What follows belongs to an exercise in optimizing a design on an open flow for small area, a short achievable clock period and few clock cycles per item; a production flow would make more cautious choices.
Function was checked by simulation only, so behaviour that the tests miss may differ from the original.
Power figures rest on the tool's default switching activity, not on a simulated workload.

==> build 78 <==
==> flow/design.v <==
`timescale 1ns/1ps
`default_nettype none
package cpuPkg;
        typedef logic [4:0]  regAddr;
        typedef logic [31:0] dataWord;
        localparam logic [5:0] OP_RTYPE = 6'h00;
        localparam logic [5:0] OP_ADDIU = 6'h09;
        localparam logic [5:0] OP_ANDI  = 6'h0c;
        localparam logic [5:0] OP_ORI   = 6'h0d;
        localparam logic [5:0] OP_LUI   = 6'h0f;
        localparam logic [5:0] OP_LW    = 6'h23;
        localparam logic [5:0] OP_SW    = 6'h2b;
        localparam logic [5:0] FN_SLL  = 6'h00;
        localparam logic [5:0] FN_ADDU = 6'h21;
        localparam logic [5:0] FN_SUBU = 6'h23;
        localparam logic [5:0] FN_AND  = 6'h24;
        localparam logic [5:0] FN_OR   = 6'h25;
        localparam logic [5:0] FN_SLT  = 6'h2a;
        typedef struct packed {
                logic add;    
                logic sub;    
                logic slt;    
                logic andOp;  
                logic orOp;   
                logic sll;    
                logic load;   
        } resSel;
endpackage
`default_nettype wire
`timescale 1ns/1ps
`default_nettype none
module instrBuffer (
        input  logic        clk,
        input  logic        rstN,
        input  logic        instrValid,
        input  logic [31:0] instr,
        input  logic        stall,
        output logic        headValid,
        output logic [31:0] head,
        output logic [31:0] rsSel,        
        output logic [31:0] rtSel,
        output logic        creditReturn
);
        logic [31:0] skid;
        logic [1:0]  occ;         
        logic [1:0]  owed;        
        logic [1:0]  occNext;
        logic [1:0]  owedNext;
        logic        advance;
        logic [31:0] headNext;
        assign headValid = (occ != 2'd0);
        assign advance   = headValid && !stall;
        assign occNext  = occ - 2'(advance) + 2'(instrValid);
        assign owedNext = owed + 2'(instrValid) - 2'(creditReturn);
        always_ff @(posedge clk or negedge rstN)
        begin
                if (!rstN)
                begin
                        occ          <= '0;
                        owed         <= '0;
                        creditReturn <= 1'b0;
                end
                else
                begin
                        occ          <= occNext;
                        owed         <= owedNext;
                        creditReturn <= (owedNext != 2'd0) && (occNext == owedNext) && !stall;
                end
        end
        assign headNext = (occ == 2'd2) ? skid : instr;
        always_ff @(posedge clk)
        begin
                if (!headValid || advance)
                begin
                        head <= headNext;
                        for (int i = 0; i < 32; i++)
                        begin
                                rsSel[i] <= (headNext[25:21] == 5'(i));
                                rtSel[i] <= (headNext[20:16] == 5'(i));
                        end
                end
                if ((occ == 2'd2 && advance) || (occ == 2'd1 && !advance))
                        skid <= instr;
        end
endmodule
`default_nettype wire
`timescale 1ns/1ps
`default_nettype none
module decodeStage (
        input  logic            headValid,
        input  logic [31:0]     head,
        output cpuPkg::regAddr  rsAddr,
        output cpuPkg::regAddr  rtAddr,
        input  cpuPkg::dataWord readData1,
        input  cpuPkg::dataWord readData2,
        input  logic            exWrites,
        input  cpuPkg::regAddr  exDest,
        output logic            wrD,        
        output logic            stD,        
        output cpuPkg::regAddr  destD,
        output cpuPkg::resSel   selD,
        output cpuPkg::dataWord opAD,
        output cpuPkg::dataWord opBD,
        output logic            fwdAD,
        output logic            fwdBD,
        output logic [4:0]      shD,
        output logic [63:0]     memSelD,    
        output logic            stall       
);
        logic [5:0]  op;
        logic [5:0]  fn;
        logic [15:0] imm;
        logic        isR;
        logic        useImm;
        logic        immSext;
        logic        lui;
        logic        regWe;
        assign op  = head[31:26];
        assign fn  = head[5:0];
        assign imm = head[15:0];
        assign rsAddr = head[25:21];
        assign rtAddr = head[20:16];
        assign isR = (op == cpuPkg::OP_RTYPE);
        assign lui = (op == cpuPkg::OP_LUI);
        always_comb
        begin
                selD = '0;
                if (isR)
                begin
                        selD.add   = (fn == cpuPkg::FN_ADDU);
                        selD.sub   = (fn == cpuPkg::FN_SUBU);
                        selD.andOp = (fn == cpuPkg::FN_AND);
                        selD.orOp  = (fn == cpuPkg::FN_OR);
                        selD.slt   = (fn == cpuPkg::FN_SLT);
                        selD.sll   = (fn == cpuPkg::FN_SLL);
                end
                else
                begin
                        selD.add   = (op == cpuPkg::OP_ADDIU);
                        selD.andOp = (op == cpuPkg::OP_ANDI);
                        selD.orOp  = (op == cpuPkg::OP_ORI);
                        selD.sll   = lui;
                        selD.load  = (op == cpuPkg::OP_LW);
                end
        end
        assign regWe   = |selD;
        assign useImm  = (op == cpuPkg::OP_ADDIU) || (op == cpuPkg::OP_ANDI) ||
                         (op == cpuPkg::OP_ORI) || lui;
        assign immSext = (op == cpuPkg::OP_ADDIU);
        assign destD = isR ? head[15:11] : head[20:16];
        assign stall = headValid && (selD.load || op == cpuPkg::OP_SW) &&
                       exWrites && exDest == rsAddr;
        assign wrD   = headValid && !stall && regWe && destD != '0;
        assign stD   = headValid && !stall && (op == cpuPkg::OP_SW);
        assign shD  = lui ? 5'd16 : head[10:6];
        logic [7:0] addrD;
        assign addrD = readData1[7:0] + imm[7:0];
        for (genvar k = 0; k < 64; k++)
        begin : g_word
                assign memSelD[k] = (addrD[7:2] == 6'(k));
        end
        assign opAD  = readData1;
        assign opBD  = useImm ? {{16{immSext & imm[15]}}, imm} : readData2;
        assign fwdAD = exWrites && exDest == rsAddr;
        assign fwdBD = exWrites && exDest == rtAddr && !useImm;
endmodule
`default_nettype wire
`timescale 1ns/1ps
`default_nettype none
module regFile (
        input  logic            clk,
        input  logic            rstN,
        input  cpuPkg::regAddr  rsAddr,
        input  cpuPkg::regAddr  rtAddr,
        input  logic [31:0]     rsSel,    
        input  logic [31:0]     rtSel,
        output cpuPkg::dataWord readData1,
        output cpuPkg::dataWord readData2,
        input  logic            we,       
        input  cpuPkg::regAddr  wAddr,
        input  cpuPkg::dataWord wData,
        input  cpuPkg::regAddr  byAddr,   
        input  cpuPkg::dataWord byData
);
        logic [31:0][31:0] regs;
        logic [31:0]       written;
        assign regs[0]    = '0;
        assign written[0] = 1'b0;
        for (genvar i = 1; i < 32; i++)
        begin : g_reg
                always_ff @(posedge clk)
                        if (we && wAddr == 5'(i))
                                regs[i] <= wData;
                always_ff @(posedge clk or negedge rstN)
                        if (!rstN)
                                written[i] <= 1'b0;
                        else if (we && wAddr == 5'(i))
                                written[i] <= 1'b1;
        end
        logic [31:0]       sel1, sel2;
        logic [31:0][31:0] col1, col2;    
        cpuPkg::dataWord        rd1, rd2;
        for (genvar i = 0; i < 32; i++)
        begin : g_sel
                assign sel1[i] = written[i] && rsSel[i];
                assign sel2[i] = written[i] && rtSel[i];
        end
        for (genvar b = 0; b < 32; b++)
        begin : g_col
                for (genvar i = 0; i < 32; i++)
                begin : g_reg
                        assign col1[b][i] = sel1[i] & regs[i][b];
                        assign col2[b][i] = sel2[i] & regs[i][b];
                end
                assign rd1[b] = |col1[b];
                assign rd2[b] = |col2[b];
        end
        assign readData1 = (we && byAddr == rsAddr) ? byData : rd1;
        assign readData2 = (we && byAddr == rtAddr) ? byData : rd2;
endmodule
`default_nettype wire
`timescale 1ns/1ps
`default_nettype none
module idExReg (
        input  logic            clk,
        input  logic            rstN,
        input  logic            wrD,
        input  logic            stD,
        input  cpuPkg::regAddr  destD,
        input  cpuPkg::resSel   selD,
        input  cpuPkg::dataWord opAD,
        input  cpuPkg::dataWord opBD,
        input  logic            fwdAD,
        input  logic            fwdBD,
        input  logic [4:0]      shD,
        input  logic [63:0]     memSelD,
        output logic            wrE,
        output logic            stE,
        output cpuPkg::regAddr  destE,
        output cpuPkg::resSel   selE,
        output cpuPkg::dataWord opAE,
        output cpuPkg::dataWord opBE,
        output logic            fwdAE,
        output logic            fwdBE,
        output logic [4:0]      shE,
        output logic [63:0]     memSelE
);
        always_ff @(posedge clk or negedge rstN)
        begin
                if (!rstN)
                begin
                        wrE <= 1'b0;
                        stE <= 1'b0;
                end
                else
                begin
                        wrE <= wrD;
                        stE <= stD;
                end
        end
        always_ff @(posedge clk)
        begin
                destE <= destD;
                selE  <= selD;
                opAE  <= opAD;
                opBE  <= opBD;
                fwdAE <= fwdAD;
                fwdBE <= fwdBD;
                shE   <= shD;
                memSelE <= memSelD;
        end
endmodule
`default_nettype wire
`timescale 1ns/1ps
`default_nettype none
module executeStage (
        input  cpuPkg::resSel   selE,
        input  cpuPkg::dataWord opAE,
        input  cpuPkg::dataWord opBE,
        input  logic            fwdAE,
        input  logic            fwdBE,
        input  logic [4:0]      shE,
        input  cpuPkg::dataWord wbData,
        input  cpuPkg::dataWord loadData,
        output cpuPkg::dataWord storeData,
        output cpuPkg::dataWord result
);
        cpuPkg::dataWord a;
        cpuPkg::dataWord b;
        cpuPkg::dataWord bx;
        cpuPkg::dataWord sum;
        logic            subMode;
        logic            lt;
        assign a = fwdAE ? wbData : opAE;
        assign b = fwdBE ? wbData : opBE;
        assign subMode = selE.sub | selE.slt;
        assign bx      = b ^ {32{subMode}};
        assign sum     = a + bx + {31'd0, subMode};
        assign lt      = (a[31] ^ b[31]) ? a[31] : sum[31];
        assign storeData = b;
        assign result = ({32{selE.add | selE.sub}} & sum)
                      | ({32{selE.andOp}} & (a & b))
                      | ({32{selE.orOp}}  & (a | b))
                      | {31'd0, selE.slt & lt}
                      | ({32{selE.sll}}   & (b << shE))
                      | ({32{selE.load}}  & loadData);
endmodule
`default_nettype wire
`timescale 1ns/1ps
`default_nettype none
module memWbStage (
        input  logic             clk,
        input  logic             rstN,
        input  logic [63:0]      memSel,    
        input  logic             storeE,
        input  cpuPkg::dataWord  storeData,
        output cpuPkg::dataWord  loadData,
        input  logic             wrE,
        input  cpuPkg::regAddr   destE,
        input  cpuPkg::dataWord  result,
        output logic             wbWe,
        output logic             retValid,
        output cpuPkg::regAddr   wbReg,
        output cpuPkg::dataWord  wbData,
        output cpuPkg::regAddr   retReg,
        output cpuPkg::dataWord  retData
);
        logic [63:0][31:0] dmem;
        logic              wbWeN;
        for (genvar i = 0; i < 64; i++)
        begin : g_word
                always_ff @(posedge clk)
                        if (storeE && memSel[i])
                                dmem[i] <= storeData;
        end
        logic [31:0][63:0] col;    
        for (genvar b = 0; b < 32; b++)
        begin : g_col
                for (genvar i = 0; i < 64; i++)
                begin : g_w
                        assign col[b][i] = memSel[i] & dmem[i][b];
                end
                assign loadData[b] = |col[b];
        end
        always_ff @(posedge clk or negedge rstN)
        begin
                if (!rstN)
                begin
                        wbWeN    <= 1'b1;
                        retValid <= 1'b0;
                        retReg   <= '0;
                        retData  <= '0;
                end
                else
                begin
                        wbWeN    <= !wrE;
                        retValid <= wrE;
                        retReg   <= destE;
                        retData  <= result;
                end
        end
        assign wbWe = !wbWeN;
        always_ff @(posedge clk)
        begin
                wbReg  <= destE;
                wbData <= result;
        end
endmodule
`default_nettype wire
`timescale 1ns/1ps
`default_nettype none
module pipeCore (
        input  logic        clk,
        input  logic        rstN,
        input  logic        instrValid,
        input  logic [31:0] instr,
        output logic        creditReturn,
        output logic        retireValid,
        output logic [36:0] retire
);
        logic            headValid;
        logic            stall;
        logic [31:0]     head;
        logic [31:0]     rsSel;
        logic [31:0]     rtSel;
        cpuPkg::regAddr  rsAddr;
        cpuPkg::regAddr  rtAddr;
        cpuPkg::dataWord readData1;
        cpuPkg::dataWord readData2;
        logic            wrD, stD, fwdAD, fwdBD;
        cpuPkg::regAddr  destD;
        cpuPkg::resSel   selD;
        cpuPkg::dataWord opAD, opBD;
        logic [4:0]      shD;
        logic [63:0]     memSelD;
        logic            wrE, stE, fwdAE, fwdBE;
        cpuPkg::regAddr  destE;
        cpuPkg::resSel   selE;
        cpuPkg::dataWord opAE, opBE;
        logic [4:0]      shE;
        logic [63:0]     memSelE;
        cpuPkg::dataWord storeData;
        cpuPkg::dataWord loadData;
        cpuPkg::dataWord result;
        logic            wbWe;
        cpuPkg::regAddr  wbReg;
        cpuPkg::dataWord wbData;
        cpuPkg::regAddr  retReg;
        cpuPkg::dataWord retData;
        instrBuffer u_instrBuffer (
                .clk          (clk),
                .rstN         (rstN),
                .instrValid   (instrValid),
                .instr        (instr),
                .stall        (stall),
                .headValid    (headValid),
                .head         (head),
                .rsSel        (rsSel),
                .rtSel        (rtSel),
                .creditReturn (creditReturn)
        );
        decodeStage u_decodeStage (
                .headValid (headValid),
                .head      (head),
                .rsAddr    (rsAddr),
                .rtAddr    (rtAddr),
                .readData1 (readData1),
                .readData2 (readData2),
                .exWrites  (wrE),
                .exDest    (destE),
                .wrD       (wrD),
                .stD       (stD),
                .destD     (destD),
                .selD      (selD),
                .opAD      (opAD),
                .opBD      (opBD),
                .fwdAD     (fwdAD),
                .fwdBD     (fwdBD),
                .shD       (shD),
                .memSelD   (memSelD),
                .stall     (stall)
        );
        regFile u_regFile (
                .clk       (clk),
                .rstN      (rstN),
                .rsAddr    (rsAddr),
                .rtAddr    (rtAddr),
                .rsSel     (rsSel),
                .rtSel     (rtSel),
                .readData1 (readData1),
                .readData2 (readData2),
                .we        (wbWe),
                .wAddr     (wbReg),
                .wData     (wbData),
                .byAddr    (wbReg),
                .byData    (wbData)
        );
        idExReg u_idExReg (
                .clk   (clk),
                .rstN  (rstN),
                .wrD   (wrD),
                .stD   (stD),
                .destD (destD),
                .selD  (selD),
                .opAD  (opAD),
                .opBD  (opBD),
                .fwdAD (fwdAD),
                .fwdBD (fwdBD),
                .shD   (shD),
                .memSelD (memSelD),
                .wrE   (wrE),
                .stE   (stE),
                .destE (destE),
                .selE  (selE),
                .opAE  (opAE),
                .opBE  (opBE),
                .fwdAE (fwdAE),
                .fwdBE (fwdBE),
                .shE   (shE),
                .memSelE (memSelE)
        );
        executeStage u_executeStage (
                .selE      (selE),
                .opAE      (opAE),
                .opBE      (opBE),
                .fwdAE     (fwdAE),
                .fwdBE     (fwdBE),
                .shE       (shE),
                .wbData    (wbData),
                .loadData  (loadData),
                .storeData (storeData),
                .result    (result)
        );
        memWbStage u_memWbStage (
                .clk       (clk),
                .rstN      (rstN),
                .memSel    (memSelE),
                .storeE    (stE),
                .storeData (storeData),
                .loadData  (loadData),
                .wrE       (wrE),
                .destE     (destE),
                .result    (result),
                .wbWe      (wbWe),
                .retValid  (retireValid),
                .wbReg     (wbReg),
                .wbData    (wbData),
                .retReg    (retReg),
                .retData   (retData)
        );
        assign retire      = {retReg, retData};
endmodule
`default_nettype wire
==> flow/run.sh <==
#!/bin/bash
# synth_recipe.tcl (not shown) runs the flow's synth.tcl, then flattens the netlist and writes it again
# the make line also repeats each setting of config.mk as NAME=value (left out here)
make -C /OpenROAD-flow-scripts/flow DESIGN_CONFIG=/design/flow/config.mk WORK_HOME=/design/flow/orfs CLKGATE_MAP_FILE= SYNTH_SCRIPT=/design/flow/synth_recipe.tcl finish
==> flow/config.mk <==
export PLATFORM = sky130hd
export DESIGN_NAME = pipeCore
export DESIGN_NICKNAME = pipeCore
export VERILOG_FILES = /design/flow/design.v
export SDC_FILE = /design/flow/constraint.sdc
export NUM_CORES = 4
export LEC_CHECK = 0
export ABC_CLOCK_PERIOD_IN_PS = 2500
export CAP_MARGIN = 20
export CORE_MARGIN = 2
export CORE_UTILIZATION = 30
export CTS_CLUSTER_DIAMETER = 100
export CTS_CLUSTER_SIZE = 20
export PLACE_DENSITY = 0.45
export SETUP_SLACK_MARGIN = 5.0
export SLEW_MARGIN = 20
export TNS_END_PERCENT = 100
==> flow/constraint.sdc <==
create_clock -name core_clock -period 8.5 [get_ports {clk}]
set_input_delay 1.7000 -clock core_clock [delete_from_list [all_inputs] [get_ports {clk}]]
set_output_delay 1.7000 -clock core_clock [all_outputs]
set_load 0.01 [all_outputs]
==> build 68: changes against build 78 <==
--- a/flow/design.v
+++ b/flow/design.v
@@ -104,4 +104,6 @@
         output logic            fwdAD,
         output logic            fwdBD,
+        output cpuPkg::dataWord opSD,       
+        output logic            fwdSD,
         output logic [4:0]      shD,
         output logic [63:0]     memSelD,    
@@ -164,4 +166,6 @@
         assign fwdAD = exWrites && exDest == rsAddr;
         assign fwdBD = exWrites && exDest == rtAddr && !useImm;
+        assign opSD  = readData2;
+        assign fwdSD = exWrites && exDest == rtAddr && op == cpuPkg::OP_SW;
 endmodule
 `default_nettype wire
@@ -233,4 +237,6 @@
         input  logic            fwdAD,
         input  logic            fwdBD,
+        input  cpuPkg::dataWord opSD,
+        input  logic            fwdSD,
         input  logic [4:0]      shD,
         input  logic [63:0]     memSelD,
@@ -243,4 +249,8 @@
         output logic            fwdAE,
         output logic            fwdBE,
+        output logic            fwdAEn,     
+        output logic            fwdBEn,     
+        output cpuPkg::dataWord opSE,
+        output logic            fwdSE,
         output logic [4:0]      shE,
         output logic [63:0]     memSelE
@@ -267,4 +277,8 @@
                 fwdAE <= fwdAD;
                 fwdBE <= fwdBD;
+                fwdAEn <= !fwdAD;
+                fwdBEn <= !fwdBD;
+                opSE  <= opSD;
+                fwdSE <= fwdSD;
                 shE   <= shD;
                 memSelE <= memSelD;
@@ -280,4 +294,8 @@
         input  logic            fwdAE,
         input  logic            fwdBE,
+        input  logic            fwdAEn,
+        input  logic            fwdBEn,
+        input  cpuPkg::dataWord opSE,
+        input  logic            fwdSE,
         input  logic [4:0]      shE,
         input  cpuPkg::dataWord wbData,
@@ -292,11 +310,13 @@
         logic            subMode;
         logic            lt;
-        assign a = fwdAE ? wbData : opAE;
-        assign b = fwdBE ? wbData : opBE;
+        assign a[15:0]  = fwdAE   ? wbData[15:0]  : opAE[15:0];
+        assign a[31:16] = !fwdAEn ? wbData[31:16] : opAE[31:16];
+        assign b[15:0]  = fwdBE   ? wbData[15:0]  : opBE[15:0];
+        assign b[31:16] = !fwdBEn ? wbData[31:16] : opBE[31:16];
         assign subMode = selE.sub | selE.slt;
         assign bx      = b ^ {32{subMode}};
         assign sum     = a + bx + {31'd0, subMode};
         assign lt      = (a[31] ^ b[31]) ? a[31] : sum[31];
-        assign storeData = b;
+        assign storeData = fwdSE ? wbData : opSE;
         assign result = ({32{selE.add | selE.sub}} & sum)
                       | ({32{selE.andOp}} & (a & b))
@@ -388,5 +408,6 @@
         cpuPkg::dataWord readData1;
         cpuPkg::dataWord readData2;
-        logic            wrD, stD, fwdAD, fwdBD;
+        logic            wrD, stD, fwdAD, fwdBD, fwdSD;
+        cpuPkg::dataWord opSD;
         cpuPkg::regAddr  destD;
         cpuPkg::resSel   selD;
@@ -394,5 +415,6 @@
         logic [4:0]      shD;
         logic [63:0]     memSelD;
-        logic            wrE, stE, fwdAE, fwdBE;
+        logic            wrE, stE, fwdAE, fwdBE, fwdAEn, fwdBEn, fwdSE;
+        cpuPkg::dataWord opSE;
         cpuPkg::regAddr  destE;
         cpuPkg::resSel   selE;
@@ -437,4 +459,6 @@
                 .fwdAD     (fwdAD),
                 .fwdBD     (fwdBD),
+                .opSD      (opSD),
+                .fwdSD     (fwdSD),
                 .shD       (shD),
                 .memSelD   (memSelD),
@@ -467,4 +491,6 @@
                 .fwdAD (fwdAD),
                 .fwdBD (fwdBD),
+                .opSD  (opSD),
+                .fwdSD (fwdSD),
                 .shD   (shD),
                 .memSelD (memSelD),
@@ -477,4 +503,8 @@
                 .fwdAE (fwdAE),
                 .fwdBE (fwdBE),
+                .fwdAEn (fwdAEn),
+                .fwdBEn (fwdBEn),
+                .opSE  (opSE),
+                .fwdSE (fwdSE),
                 .shE   (shE),
                 .memSelE (memSelE)
@@ -486,4 +516,8 @@
                 .fwdAE     (fwdAE),
                 .fwdBE     (fwdBE),
+                .fwdAEn    (fwdAEn),
+                .fwdBEn    (fwdBEn),
+                .opSE      (opSE),
+                .fwdSE     (fwdSE),
                 .shE       (shE),
                 .wbData    (wbData),
- CTS_CLUSTER_SIZE: 20 -> 24
- TNS_END_PERCENT: 100 -> 30
==> build 21: changes against build 78 <==
--- a/flow/design.v
+++ b/flow/design.v
@@ -154,9 +154,19 @@
         assign stD   = headValid && !stall && (op == cpuPkg::OP_SW);
         assign shD  = lui ? 5'd16 : head[10:6];
-        logic [7:0] addrD;
-        assign addrD = readData1[7:0] + imm[7:0];
+        logic [7:0] ha, ga, pa;
+        logic       c2;
+        assign ha = readData1[7:0] ^ imm[7:0];
+        assign ga = readData1[7:0] & imm[7:0];
+        assign pa = readData1[7:0] | imm[7:0];
+        assign c2 = ga[1] | (ha[1] & ga[0]);
         for (genvar k = 0; k < 64; k++)
         begin : g_word
-                assign memSelD[k] = (addrD[7:2] == 6'(k));
+                logic [7:2] hit;
+                assign hit[2] = (ha[2] ^ k[0]) == c2;
+                for (genvar j = 3; j < 8; j++)
+                begin : g_bit
+                        assign hit[j] = (ha[j] ^ k[j-2]) == (k[j-3] ? ga[j-1] : pa[j-1]);
+                end
+                assign memSelD[k] = &hit;
         end
         assign opAD  = readData1;
- CORE_UTILIZATION: 30 -> 25
- PLACE_DENSITY: 0.45 -> 0.35
- TNS_END_PERCENT: 100 -> 5
==> qor summary <==
Run status: build 21 complete, no violations; build 68 complete, no violations; build 78 complete, no violations
Non-clk invs: build 21 59; build 68 55; build 78 87
Layout Cells excl Fill: build 21 15.3k; build 68 14.2k; build 78 14.1k
Simple logic cell fraction of the synthesized area: build 21 4.97%; build 68 4.55%; build 78 4.64%
Clock-cell share: build 21 3.74%; build 68 3.37%; build 78 3.62%
Global-route met3 utilization: build 21 5.98%; build 68 7.18%; build 78 9.34%
Path length in cells of the critical path: build 21 8; build 68 7; build 78 17
Share of final layout cell area taken by non-clock buffers: build 21 4.03%; build 68 4.06%; build 78 4.57%
Final period demand of the worst path: build 21 3.88 ns; build 68 3.80 ns; build 78 3.71 ns
Insertion delay of the later-clocked pin in the worst-skew pair: build 21 1.02 ns; build 68 0.99 ns; build 78 1.00 ns
Initial standard-cell utilization of the core: build 21 25.1%; build 68 30.1%; build 78 30.2%
Endpoint required time on the critical path: build 21 9.22 ns; build 68 9.10 ns; build 78 9.30 ns
Share of cell area taken by flip-flops and latches: build 21 66.3%; build 68 67.0%; build 78 66.4%
Combined buffer and inverter count along the critical path: build 21 2; build 68 1; build 78 5
Mux contribution to synthesized area: build 21 1.57%; build 68 2.05%; build 78 1.54%
DIE AREA: build 21 534000 um2; build 68 448000 um2; build 78 443000 um2
Via-per-instance ratio: build 21 6.13; build 68 6.59; build 78 6.78
Total nets after synthesis: build 21 7966; build 68 7959; build 78 7875
Switching power: build 21 16.4 mW; build 68 15.2 mW; build 78 16.3 mW
Met2 Wirelength: build 21 334000 um; build 68 307000 um; build 78 288000 um
Internal power summed over all cells: build 21 28.6 mW; build 68 27.5 mW; build 78 28.3 mW
Initial antenna violation count: build 21 97; build 68 49; build 78 62
Standby leakage power: build 21 49.3 nW; build 68 49.0 nW; build 78 49.4 nW
Compound-cell area share of the yosys netlist: build 21 14.4%; build 68 14.4%; build 78 14.5%
Testbench counts of build 78, summed over its fixed seeds: cycles 16,157, instrs 16,000.
Testbench counts of build 68, summed over its fixed seeds: cycles 16,157, instrs 16,000.
Testbench counts of build 21, summed over its fixed seeds: cycles 16,157, instrs 16,000.

[afterwards: timing with drivers on the ports]
In the flow no input, the clock included, has a driving cell. The finished layouts below were timed again as built, in two steps. Step 1 (the two cells are an assumption about what drives the block):
set clk [get_ports {clk}]
set_driving_cell -lib_cell sky130_fd_sc_hd__clkbuf_16 $clk
set_driving_cell -lib_cell sky130_fd_sc_hd__buf_2 [delete_from_list [all_inputs] $clk]
Step 2 times the ports against the registers' clock, not the clock port: input delays grow and output delays shrink by t, the midpoint of the rising clock arrivals with the driver on. a / b / c = ideal ports / drivers / drivers and shift; a / b = the first two.
run	t, ns	slack for setup (ns)	clock arrival spread, ns	slew at the worst register clock pin (ns)	pins driven straight from the clock port
build 78	1.082	4.787 / 4.787 / 4.739	0.082 / 0.082	0.10 / 0.10	1
build 68	1.071	4.697 / 4.651 / 4.697	0.104 / 0.103	0.11 / 0.11	1
build 21	1.079	4.621 / 4.621 / 4.621	0.119 / 0.119	0.10 / 0.10	1
After both steps every run listed still meets setup and hold. For build 78, which loses most, drivers alone change the setup slack by 0.000 ns; drivers and shift together by -0.048 ns.
